Context: an optimization exercise on an open-source flow, tuned for small area, a short achievable clock period and few clock cycles. The choices shown serve that exercise and are no tape-out recipe. RTL that was checked went through simulation tests only; none was proved equivalent to the original. No activity file was given, so power comes from the tool's default toggle rates.

==> inputs of run M <==
==> flow/design.v <==
package dvl_pkg;
   localparam int DEFAULT_MAX_FRAMES = 4;
   localparam int HEADER_LEN = 6;
   localparam logic [7:0]  SYNC_BYTE_RST   = 8'h7f;
   localparam logic [7:0]  HEADER_BYTE_RST = 8'h7f;
   localparam logic [15:0] VEL_ID_RST      = 16'h0358;
   localparam logic [15:0] RANGE_ID_RST    = 16'h0458;
   localparam int CSR_IDX_W  = 3;
   localparam int CSR_DATA_W = 16;
   typedef enum logic [CSR_IDX_W-1:0] {
      CSR_SYNC_BYTE   = 3'd0,
      CSR_HEADER_BYTE = 3'd1,
      CSR_VEL_ID      = 3'd2,
      CSR_RANGE_ID    = 3'd3,
      CSR_COUNT_LO    = 3'd4,
      CSR_COUNT_HI    = 3'd5
   } csr_idx_type;
   typedef enum logic [3:0] {
      PH_SYNC    = 4'd0,
      PH_HEADER  = 4'd1,
      PH_SIZE_LO = 4'd2,
      PH_SIZE_HI = 4'd3,
      PH_SPARE   = 4'd4,
      PH_COUNT   = 4'd5,
      PH_OFFSETS = 4'd6,
      PH_WAIT    = 4'd7,
      PH_ID_LO   = 4'd8,
      PH_VEL_SB  = 4'd9,
      PH_VEL_FW  = 4'd10,
      PH_VEL_UP  = 4'd11,
      PH_RANGE   = 4'd12
   } phase_type;
   typedef struct packed {
      logic [7:0]  sync_byte;
      logic [7:0]  header_byte;
      logic [15:0] vel_id;
      logic [15:0] range_id;
   } cfg_type;
   typedef struct packed {
      logic signed [31:0] vel_starboard;
      logic signed [31:0] vel_forward;
      logic signed [31:0] vel_upward;
      logic signed [31:0] bottom_range;
      logic [31:0]        update_count;
   } result_type;
endpackage
module dvl_datagram_velocity_parser_top #(
   parameter int MAX_FRAMES = dvl_pkg::DEFAULT_MAX_FRAMES
) (
   input  logic                              clock,
   input  logic                              reset,
   input  logic                              req_valid,
   output logic                              req_stall,
   input  logic [7:0]                        req_rx_byte,
   output logic                              rsp_valid,
   input  logic                              rsp_stall,
   output logic signed [31:0]                rsp_vel_starboard,
   output logic signed [31:0]                rsp_vel_forward,
   output logic signed [31:0]                rsp_vel_upward,
   output logic signed [31:0]                rsp_bottom_range,
   output logic [31:0]                       rsp_update_count,
   input  logic                              csr_wr_en,
   input  logic [dvl_pkg::CSR_IDX_W-1:0]     csr_index,
   input  logic [dvl_pkg::CSR_DATA_W-1:0]    csr_wdata
);
   localparam int S_SYNC = 0;    
   localparam int S_HEAD = 1;    
   localparam int S_OFF  = 2;    
   localparam int S_WAIT = 3;    
   localparam int S_IDLO = 4;    
   localparam int S_VEL  = 5;    
   localparam int S_RNG  = 6;    
   logic        pv;              
   logic [7:0]  pb;              
   logic        f_sync;          
   logic        f_hdr;           
   logic        f_bad;           
   logic        f_vel;           
   logic        f_rng;           
   logic        f_z;             
   logic [6:0]  ph;
   logic [15:0] pos;
   logic [3:0]  sel;             
   logic        hit;             
   logic [3:0]  lastsel;         
   logic        done;            
   logic [3:0]  vcnt;            
   logic [7:0]  off_lo [4];      
   logic [7:0]  off_hi [4];
   logic [7:0]  vel_b [12];      
   logic [7:0]  rng_b [4];       
   logic [31:0] cnt_live;        
   logic [31:0] cnt_out;         
   logic        out_v;
   logic        fin_d;           
   logic        stall;
   logic [7:0]  cfg_sync, cfg_hdr;
   logic [15:0] cfg_vel, cfg_rng;
   logic [7:0]  b;
   logic        acc, take, fin, out_v_n;
   logic        hit_n, fwd, off_last, tbl_hi;
   logic [6:0]  ph_n;
   logic [31:0] cnt_inc, cnt_n;
   logic [7:0]  pb_rst, pb_m1, pb_hi_m1;
   logic [7:0]  cur_lo, cur_hi;
   logic [3:0]  tbl_slot;
   assign b         = req_rx_byte;
   assign req_stall = stall;
   assign acc       = req_valid & ~stall;
   assign take      = out_v & ~rsp_stall;
   assign fin       = acc & ph[S_RNG] &
                      (pv ? (vcnt[1:0] == 2'd2) : (vcnt[1:0] == 2'd3));
   always_ff @(posedge clock) begin
      if (reset) begin
         cfg_sync <= dvl_pkg::SYNC_BYTE_RST;
         cfg_hdr  <= dvl_pkg::HEADER_BYTE_RST;
         cfg_vel  <= dvl_pkg::VEL_ID_RST;
         cfg_rng  <= dvl_pkg::RANGE_ID_RST;
      end else if (csr_wr_en) begin
         case (csr_index)
            3'd0: cfg_sync <= csr_wdata[7:0];
            3'd1: cfg_hdr  <= csr_wdata[7:0];
            3'd2: cfg_vel  <= csr_wdata;
            3'd3: cfg_rng  <= csr_wdata;
            default: ;
         endcase
      end
   end
   always_ff @(posedge clock) begin
      if (reset) pv <= 1'b0;
      else       pv <= acc;
      if (acc) begin
         pb     <= b;
         f_sync <= (b == cfg_sync);
         f_hdr  <= (b == cfg_hdr);
         f_bad  <= (b == 8'd0) || (b > 8'(MAX_FRAMES));
         f_vel  <= ({pb, b} == cfg_vel);
         f_rng  <= ({pb, b} == cfg_rng);
         f_z    <= (pb == 8'd0);
      end
   end
   always_comb begin
      cur_lo = '0;
      cur_hi = '0;
      for (int s = 0; s < 4; s++) begin
         cur_lo = cur_lo | (off_lo[s] & {8{sel[s]}});
         cur_hi = cur_hi | (off_hi[s] & {8{sel[s]}});
      end
   end
   always_comb begin
      for (int s = 0; s < 4; s++) tbl_slot[s] = (pos[3:1] == 3'(s + 3));
   end
   assign tbl_hi   = pos[0];
   assign off_last = tbl_hi & |(tbl_slot & lastsel);
   assign pb_m1    = pb - 8'd1;
   assign pb_hi_m1 = f_z ? pb_m1 : pb;
   assign fwd      = ph[S_OFF] & tbl_hi & tbl_slot[0];
   assign hit_n    = fwd ? (cur_lo == 8'd7 && pb == 8'd0)
                         : (pos == {cur_hi, cur_lo});
   always_comb begin
      ph_n = '0;
      case (1'b1)
         ph[S_SYNC]: if (f_sync) ph_n[S_HEAD] = 1'b1; else ph_n[S_SYNC] = 1'b1;
         ph[S_HEAD]: begin
            if ((pos[2:0] == 3'd1 && !f_hdr) || (pos[2:0] == 3'd5 && f_bad))
               ph_n[S_SYNC] = 1'b1;
            else if (pos[2:0] == 3'd5)
               ph_n[S_OFF] = 1'b1;
            else
               ph_n[S_HEAD] = 1'b1;
         end
         ph[S_OFF]:  if (off_last) ph_n[S_WAIT] = 1'b1; else ph_n[S_OFF] = 1'b1;
         ph[S_WAIT]: begin
            if (done)     ph_n[S_SYNC] = 1'b1;
            else if (hit) ph_n[S_IDLO] = 1'b1;
            else          ph_n[S_WAIT] = 1'b1;
         end
         ph[S_IDLO]: begin
            if (f_vel)      ph_n[S_VEL]  = 1'b1;
            else if (f_rng) ph_n[S_RNG]  = 1'b1;
            else            ph_n[S_WAIT] = 1'b1;
         end
         ph[S_VEL]:  if (vcnt == 4'd11) ph_n[S_WAIT] = 1'b1; else ph_n[S_VEL] = 1'b1;
         ph[S_RNG]:  if (vcnt[1:0] == 2'd3) ph_n[S_SYNC] = 1'b1; else ph_n[S_RNG] = 1'b1;
         default:    ph_n[S_SYNC] = 1'b1;
      endcase
   end
   always_ff @(posedge clock) begin
      if (reset)   ph <= 7'(1 << S_SYNC);
      else if (pv) ph <= ph_n;
   end
   always_ff @(posedge clock) begin
      if (pv) begin
         pos <= ph[S_SYNC] ? 16'd1 : pos + 16'd1;
         if (ph[S_HEAD]) begin
            sel     <= 4'b0001;
            done    <= 1'b0;
            for (int s = 0; s < 4; s++) lastsel[s] <= (pb[2:0] == 3'(s + 1));
         end
         if (ph[S_WAIT] && !done && hit) begin
            sel  <= {sel[2:0], sel[3]};
            done <= |(sel & lastsel);
         end
         hit  <= hit_n;
         vcnt <= ph[S_IDLO] ? 4'd0 : vcnt + 4'd1;
      end
   end
   always_ff @(posedge clock) begin
      for (int s = 0; s < 4; s++) begin
         if (pv && ph[S_OFF] && tbl_slot[s] && !tbl_hi)
            off_lo[s] <= pb_m1;
         if (pv && ph[S_OFF] && tbl_slot[s] && tbl_hi)
            off_hi[s] <= pb_hi_m1;
      end
   end
   assign pb_rst = pb & {8{~reset}};
   always_ff @(posedge clock) begin
      for (int k = 0; k < 12; k++) begin
         if (reset || (pv && ph[S_VEL] && vcnt == 4'(k))) vel_b[k] <= pb_rst;
      end
      for (int k = 0; k < 4; k++) begin
         if (pv && ph[S_RNG] && vcnt[1:0] == 2'(k)) rng_b[k] <= pb;
      end
   end
   assign cnt_inc = cnt_live + 32'd1;
   always_comb begin
      cnt_n = fin ? cnt_inc : cnt_live;
      if (csr_wr_en && csr_index == 3'd4) cnt_n[15:0]  = csr_wdata;
      if (csr_wr_en && csr_index == 3'd5) cnt_n[31:16] = csr_wdata;
   end
   always_ff @(posedge clock) begin
      if (reset) cnt_live <= '0;
      else       cnt_live <= cnt_n;
      if (fin) cnt_out <= cnt_inc;
   end
   assign out_v_n = (pv & ph[S_RNG] & (vcnt[1:0] == 2'd3)) | (out_v & ~take);
   always_ff @(posedge clock) begin
      if (reset) begin
         out_v <= 1'b0;
         stall <= 1'b0;
      end else begin
         out_v <= out_v_n;
         stall <= out_v_n & (ph[S_IDLO] | ph[S_VEL] |
                             (ph[S_RNG] & ~(pv & vcnt[1:0] == 2'd3)) |
                             (ph[S_WAIT] & hit & ~done & pv));
      end
   end
   assign rsp_valid         = out_v;
   assign rsp_vel_starboard = {vel_b[3], vel_b[2], vel_b[1], vel_b[0]};
   assign rsp_vel_forward   = {vel_b[7], vel_b[6], vel_b[5], vel_b[4]};
   assign rsp_vel_upward    = {vel_b[11], vel_b[10], vel_b[9], vel_b[8]};
   assign rsp_bottom_range  = {rng_b[3], rng_b[2], rng_b[1], rng_b[0]};
   assign rsp_update_count  = cnt_out;
endmodule
==> flow/flow/run.sh <==
#!/bin/bash
# The standard layout, with clock tree synthesis told not to add dummy
# loads to the clock tree (same clustering as config.mk sets), and every
# port buffered with buf_2 instead of the cell buffer_ports picks itself.
set -euo pipefail
export CTS_ARGS="-sink_clustering_enable -repair_clock_nets -sink_clustering_size 30 -sink_clustering_max_diameter 150 -dont_use_dummy_load"
export BUFFER_PORTS_ARGS="-buffer_cell sky130_fd_sc_hd__buf_2"
bash ./standard.sh > standard.log 2>&1
==> flow/standard.sh <==
#!/bin/bash
# synth_recipe.tcl (not shown) runs the flow's synth.tcl, then flattens the netlist and writes it again
# the make line also repeats each setting of config.mk as NAME=value (left out here)
make -C /OpenROAD-flow-scripts/flow DESIGN_CONFIG=/design/flow/config.mk WORK_HOME=/design/flow/orfs CLKGATE_MAP_FILE= SYNTH_SCRIPT=/design/flow/synth_recipe.tcl "${@:-finish}"
==> flow/config.mk <==
export PLATFORM = sky130hd
export DESIGN_NAME = dvl_datagram_velocity_parser_top
export DESIGN_NICKNAME = dvl_datagram_velocity_parser_top
export VERILOG_FILES = /design/flow/design.v
export SDC_FILE = /design/flow/constraint.sdc
export NUM_CORES = 4
export LEC_CHECK = 0
export ABC_AREA = 1
export CAP_MARGIN = 20
export CORE_MARGIN = 2
export CORE_UTILIZATION = 40
export CTS_CLUSTER_DIAMETER = 150
export CTS_CLUSTER_SIZE = 30
export SETUP_SLACK_MARGIN = 2.5
export SLEW_MARGIN = 20
==> flow/constraint.sdc <==
create_clock -name core_clock -period 4.5 [get_ports {clock}]
set_input_delay 0.9000 -clock core_clock [delete_from_list [all_inputs] [get_ports {clock}]]
set_output_delay 0.9000 -clock core_clock [all_outputs]
set_load 0.01 [all_outputs]
==> run F (differences from run M) <==
--- a/flow/design.v
+++ b/flow/design.v
@@ -70,18 +70,11 @@
    localparam int S_IDLO = 4;    
    localparam int S_VEL  = 5;    
    localparam int S_RNG  = 6;    
-   logic        pv;              
-   logic [7:0]  pb;              
-   logic        f_sync;          
-   logic        f_hdr;           
-   logic        f_bad;           
-   logic        f_vel;           
-   logic        f_rng;           
-   logic        f_z;             
    logic [6:0]  ph;
-   logic [15:0] pos;
+   logic [15:0] pos;             
    logic [3:0]  sel;             
    logic        hit;             
+   logic [7:0]  pb;              
    logic [3:0]  lastsel;         
    logic        done;            
    logic [3:0]  vcnt;            
@@ -92,24 +85,22 @@
    logic [31:0] cnt_live;        
    logic [31:0] cnt_out;         
    logic        out_v;
-   logic        fin_d;           
    logic        stall;
    logic [7:0]  cfg_sync, cfg_hdr;
    logic [15:0] cfg_vel, cfg_rng;
    logic [7:0]  b;
    logic        acc, take, fin, out_v_n;
-   logic        hit_n, fwd, off_last, tbl_hi;
-   logic [6:0]  ph_n;
+   logic        hit_n, fwd, is_vel, is_rng, off_last, cnt_bad, tbl_hi;
+   logic [6:0]  ph_n, ph_next;
    logic [31:0] cnt_inc, cnt_n;
-   logic [7:0]  pb_rst, pb_m1, pb_hi_m1;
+   logic [7:0]  b_rst, b_m1, b_hi_m1;
    logic [7:0]  cur_lo, cur_hi;
    logic [3:0]  tbl_slot;
    assign b         = req_rx_byte;
    assign req_stall = stall;
    assign acc       = req_valid & ~stall;
    assign take      = out_v & ~rsp_stall;
-   assign fin       = acc & ph[S_RNG] &
-                      (pv ? (vcnt[1:0] == 2'd2) : (vcnt[1:0] == 2'd3));
+   assign fin       = acc & ph[S_RNG] & (vcnt[1:0] == 2'd3);
    always_ff @(posedge clock) begin
       if (reset) begin
          cfg_sync <= dvl_pkg::SYNC_BYTE_RST;
@@ -126,19 +117,6 @@
          endcase
       end
    end
-   always_ff @(posedge clock) begin
-      if (reset) pv <= 1'b0;
-      else       pv <= acc;
-      if (acc) begin
-         pb     <= b;
-         f_sync <= (b == cfg_sync);
-         f_hdr  <= (b == cfg_hdr);
-         f_bad  <= (b == 8'd0) || (b > 8'(MAX_FRAMES));
-         f_vel  <= ({pb, b} == cfg_vel);
-         f_rng  <= ({pb, b} == cfg_rng);
-         f_z    <= (pb == 8'd0);
-      end
-   end
    always_comb begin
       cur_lo = '0;
       cur_hi = '0;
@@ -150,19 +128,21 @@
    always_comb begin
       for (int s = 0; s < 4; s++) tbl_slot[s] = (pos[3:1] == 3'(s + 3));
    end
-   assign tbl_hi   = pos[0];
+   assign tbl_hi = pos[0];
+   assign is_vel   = ({pb, b} == cfg_vel);
+   assign is_rng   = ({pb, b} == cfg_rng);
+   assign fwd      = ph[S_OFF] & tbl_hi & tbl_slot[0];
+   assign b_m1     = b - 8'd1;
+   assign b_hi_m1  = (pb == 8'd0) ? b_m1 : b;
+   assign hit_n    = (pos == {fwd ? b_hi_m1 : cur_hi, cur_lo});
    assign off_last = tbl_hi & |(tbl_slot & lastsel);
-   assign pb_m1    = pb - 8'd1;
-   assign pb_hi_m1 = f_z ? pb_m1 : pb;
-   assign fwd      = ph[S_OFF] & tbl_hi & tbl_slot[0];
-   assign hit_n    = fwd ? (cur_lo == 8'd7 && pb == 8'd0)
-                         : (pos == {cur_hi, cur_lo});
+   assign cnt_bad  = (b == 8'd0) || (b > 8'(MAX_FRAMES));
    always_comb begin
       ph_n = '0;
       case (1'b1)
-         ph[S_SYNC]: if (f_sync) ph_n[S_HEAD] = 1'b1; else ph_n[S_SYNC] = 1'b1;
+         ph[S_SYNC]: if (b == cfg_sync) ph_n[S_HEAD] = 1'b1; else ph_n[S_SYNC] = 1'b1;
          ph[S_HEAD]: begin
-            if ((pos[2:0] == 3'd1 && !f_hdr) || (pos[2:0] == 3'd5 && f_bad))
+            if ((pos[2:0] == 3'd1 && b != cfg_hdr) || (pos[2:0] == 3'd5 && cnt_bad))
                ph_n[S_SYNC] = 1'b1;
             else if (pos[2:0] == 3'd5)
                ph_n[S_OFF] = 1'b1;
@@ -176,50 +156,52 @@
             else          ph_n[S_WAIT] = 1'b1;
          end
          ph[S_IDLO]: begin
-            if (f_vel)      ph_n[S_VEL]  = 1'b1;
-            else if (f_rng) ph_n[S_RNG]  = 1'b1;
-            else            ph_n[S_WAIT] = 1'b1;
+            if (is_vel)      ph_n[S_VEL]  = 1'b1;
+            else if (is_rng) ph_n[S_RNG]  = 1'b1;
+            else             ph_n[S_WAIT] = 1'b1;
          end
          ph[S_VEL]:  if (vcnt == 4'd11) ph_n[S_WAIT] = 1'b1; else ph_n[S_VEL] = 1'b1;
          ph[S_RNG]:  if (vcnt[1:0] == 2'd3) ph_n[S_SYNC] = 1'b1; else ph_n[S_RNG] = 1'b1;
          default:    ph_n[S_SYNC] = 1'b1;
       endcase
    end
-   always_ff @(posedge clock) begin
-      if (reset)   ph <= 7'(1 << S_SYNC);
-      else if (pv) ph <= ph_n;
-   end
-   always_ff @(posedge clock) begin
-      if (pv) begin
+   assign ph_next = acc ? ph_n : ph;
+   always_ff @(posedge clock) begin
+      if (reset) ph <= 7'(1 << S_SYNC);
+      else       ph <= ph_next;
+   end
+   always_ff @(posedge clock) begin
+      if (acc) begin
          pos <= ph[S_SYNC] ? 16'd1 : pos + 16'd1;
          if (ph[S_HEAD]) begin
             sel     <= 4'b0001;
             done    <= 1'b0;
-            for (int s = 0; s < 4; s++) lastsel[s] <= (pb[2:0] == 3'(s + 1));
+            for (int s = 0; s < 4; s++) lastsel[s] <= (b[2:0] == 3'(s + 1));
          end
          if (ph[S_WAIT] && !done && hit) begin
             sel  <= {sel[2:0], sel[3]};
             done <= |(sel & lastsel);
          end
-         hit  <= hit_n;
+         hit <= hit_n;
+         pb  <= b;
          vcnt <= ph[S_IDLO] ? 4'd0 : vcnt + 4'd1;
       end
    end
    always_ff @(posedge clock) begin
       for (int s = 0; s < 4; s++) begin
-         if (pv && ph[S_OFF] && tbl_slot[s] && !tbl_hi)
-            off_lo[s] <= pb_m1;
-         if (pv && ph[S_OFF] && tbl_slot[s] && tbl_hi)
-            off_hi[s] <= pb_hi_m1;
-      end
-   end
-   assign pb_rst = pb & {8{~reset}};
+         if (acc && ph[S_OFF] && tbl_slot[s] && !tbl_hi)
+            off_lo[s] <= b_m1;
+         if (acc && ph[S_OFF] && tbl_slot[s] && tbl_hi)
+            off_hi[s] <= b_hi_m1;
+      end
+   end
+   assign b_rst = b & {8{~reset}};
    always_ff @(posedge clock) begin
       for (int k = 0; k < 12; k++) begin
-         if (reset || (pv && ph[S_VEL] && vcnt == 4'(k))) vel_b[k] <= pb_rst;
+         if (reset || (acc && ph[S_VEL] && vcnt == 4'(k))) vel_b[k] <= b_rst;
       end
       for (int k = 0; k < 4; k++) begin
-         if (pv && ph[S_RNG] && vcnt[1:0] == 2'(k)) rng_b[k] <= pb;
+         if (acc && ph[S_RNG] && vcnt[1:0] == 2'(k)) rng_b[k] <= b;
       end
    end
    assign cnt_inc = cnt_live + 32'd1;
@@ -233,16 +215,14 @@
       else       cnt_live <= cnt_n;
       if (fin) cnt_out <= cnt_inc;
    end
-   assign out_v_n = (pv & ph[S_RNG] & (vcnt[1:0] == 2'd3)) | (out_v & ~take);
+   assign out_v_n = fin | (out_v & ~take);
    always_ff @(posedge clock) begin
       if (reset) begin
          out_v <= 1'b0;
          stall <= 1'b0;
       end else begin
          out_v <= out_v_n;
-         stall <= out_v_n & (ph[S_IDLO] | ph[S_VEL] |
-                             (ph[S_RNG] & ~(pv & vcnt[1:0] == 2'd3)) |
-                             (ph[S_WAIT] & hit & ~done & pv));
+         stall <= out_v_n & (ph_next[S_VEL] | ph_next[S_RNG]);
       end
    end
    assign rsp_valid         = out_v;
==> flow/run.sh (new file) <==
#!/bin/bash
# synth_recipe.tcl (not shown) runs the flow's synth.tcl, then flattens the netlist and writes it again
# the make line also repeats each setting of config.mk as NAME=value (left out here)
make -C /OpenROAD-flow-scripts/flow DESIGN_CONFIG=/design/flow/config.mk WORK_HOME=/design/flow/orfs CLKGATE_MAP_FILE= SYNTH_SCRIPT=/design/flow/synth_recipe.tcl finish
- ABC_AREA: 1 -> not set
- CORE_UTILIZATION: 40 -> 60
- CTS_CLUSTER_DIAMETER: 150 -> not set
- CTS_CLUSTER_SIZE: 30 -> not set
removed: flow/flow/run.sh
removed: flow/standard.sh
==> comparison table <==
# Post-CTS Setup Buffers: run F 46; run M 14
Sequential cell count: run F 351; run M 358
Reg2reg start: run F pb[5]; run M pv
Combinational logic power: run F 0.502 mW; run M 0.403 mW
Number of DRC markers in iteration 0: run F 895; run M 699
Dpl ws: run F 1.02 ns; run M 1.22 ns
Worst hold margin: run F 0.470 ns; run M 0.450 ns
Met3 WL: run F 2990 µm; run M 2130 µm
Complex-gate fraction of the synthesized area: run F 8.36%; run M 5.45%
Met3 routing resource usage after global routing: run F 5.68%; run M 2.15%
Critical path data arrival time: run F 2.79 ns; run M 1.08 ns
Run status: run F no timing/DRC/antenna violations; run M no timing/DRC/antenna violations
Layout net count: run F 1478; run M 1727
Highest net fanout along the worst path: run F 2; run M 1
Clock-pin slew on the worst setup and hold paths: run F 0.06 ns; run M 0.11 ns
Testbench counts of run M, summed over its fixed seeds: cycles 48,874.
No functional check of the RTL was part of run F.

-- re-timing with driven ports --
In the flow no input, the clock included, has a driving cell. The finished layouts below were timed again as built, in two steps. Step 1, drivers: a clkbuf_16 drives clock and a buf_2 each remaining input, both assumed. Step 2 also shifts input and output timing later by t, the mid clock arrival at the registers, as if the neighbouring blocks saw the same clock. Three values: ideal, step 1, step 2; two values: the first two.
run | t, ns | setup WS [ns] | worst hold slack (ns) | clock arrival spread, ns
run M | 0.553 | 2.516 / 2.464 / 2.075 | 0.450 / 0.450 / 0.450 | 0.027 / 0.027
run F | 0.573 | 1.976 / 1.994 / 1.421 | 0.470 / 0.470 / 0.470 | 0.012 / 0.012
After both steps setup and hold are still met in every run listed. For run F, which loses most, drivers alone change the setup slack by +0.018 ns; drivers and shift together by -0.555 ns.
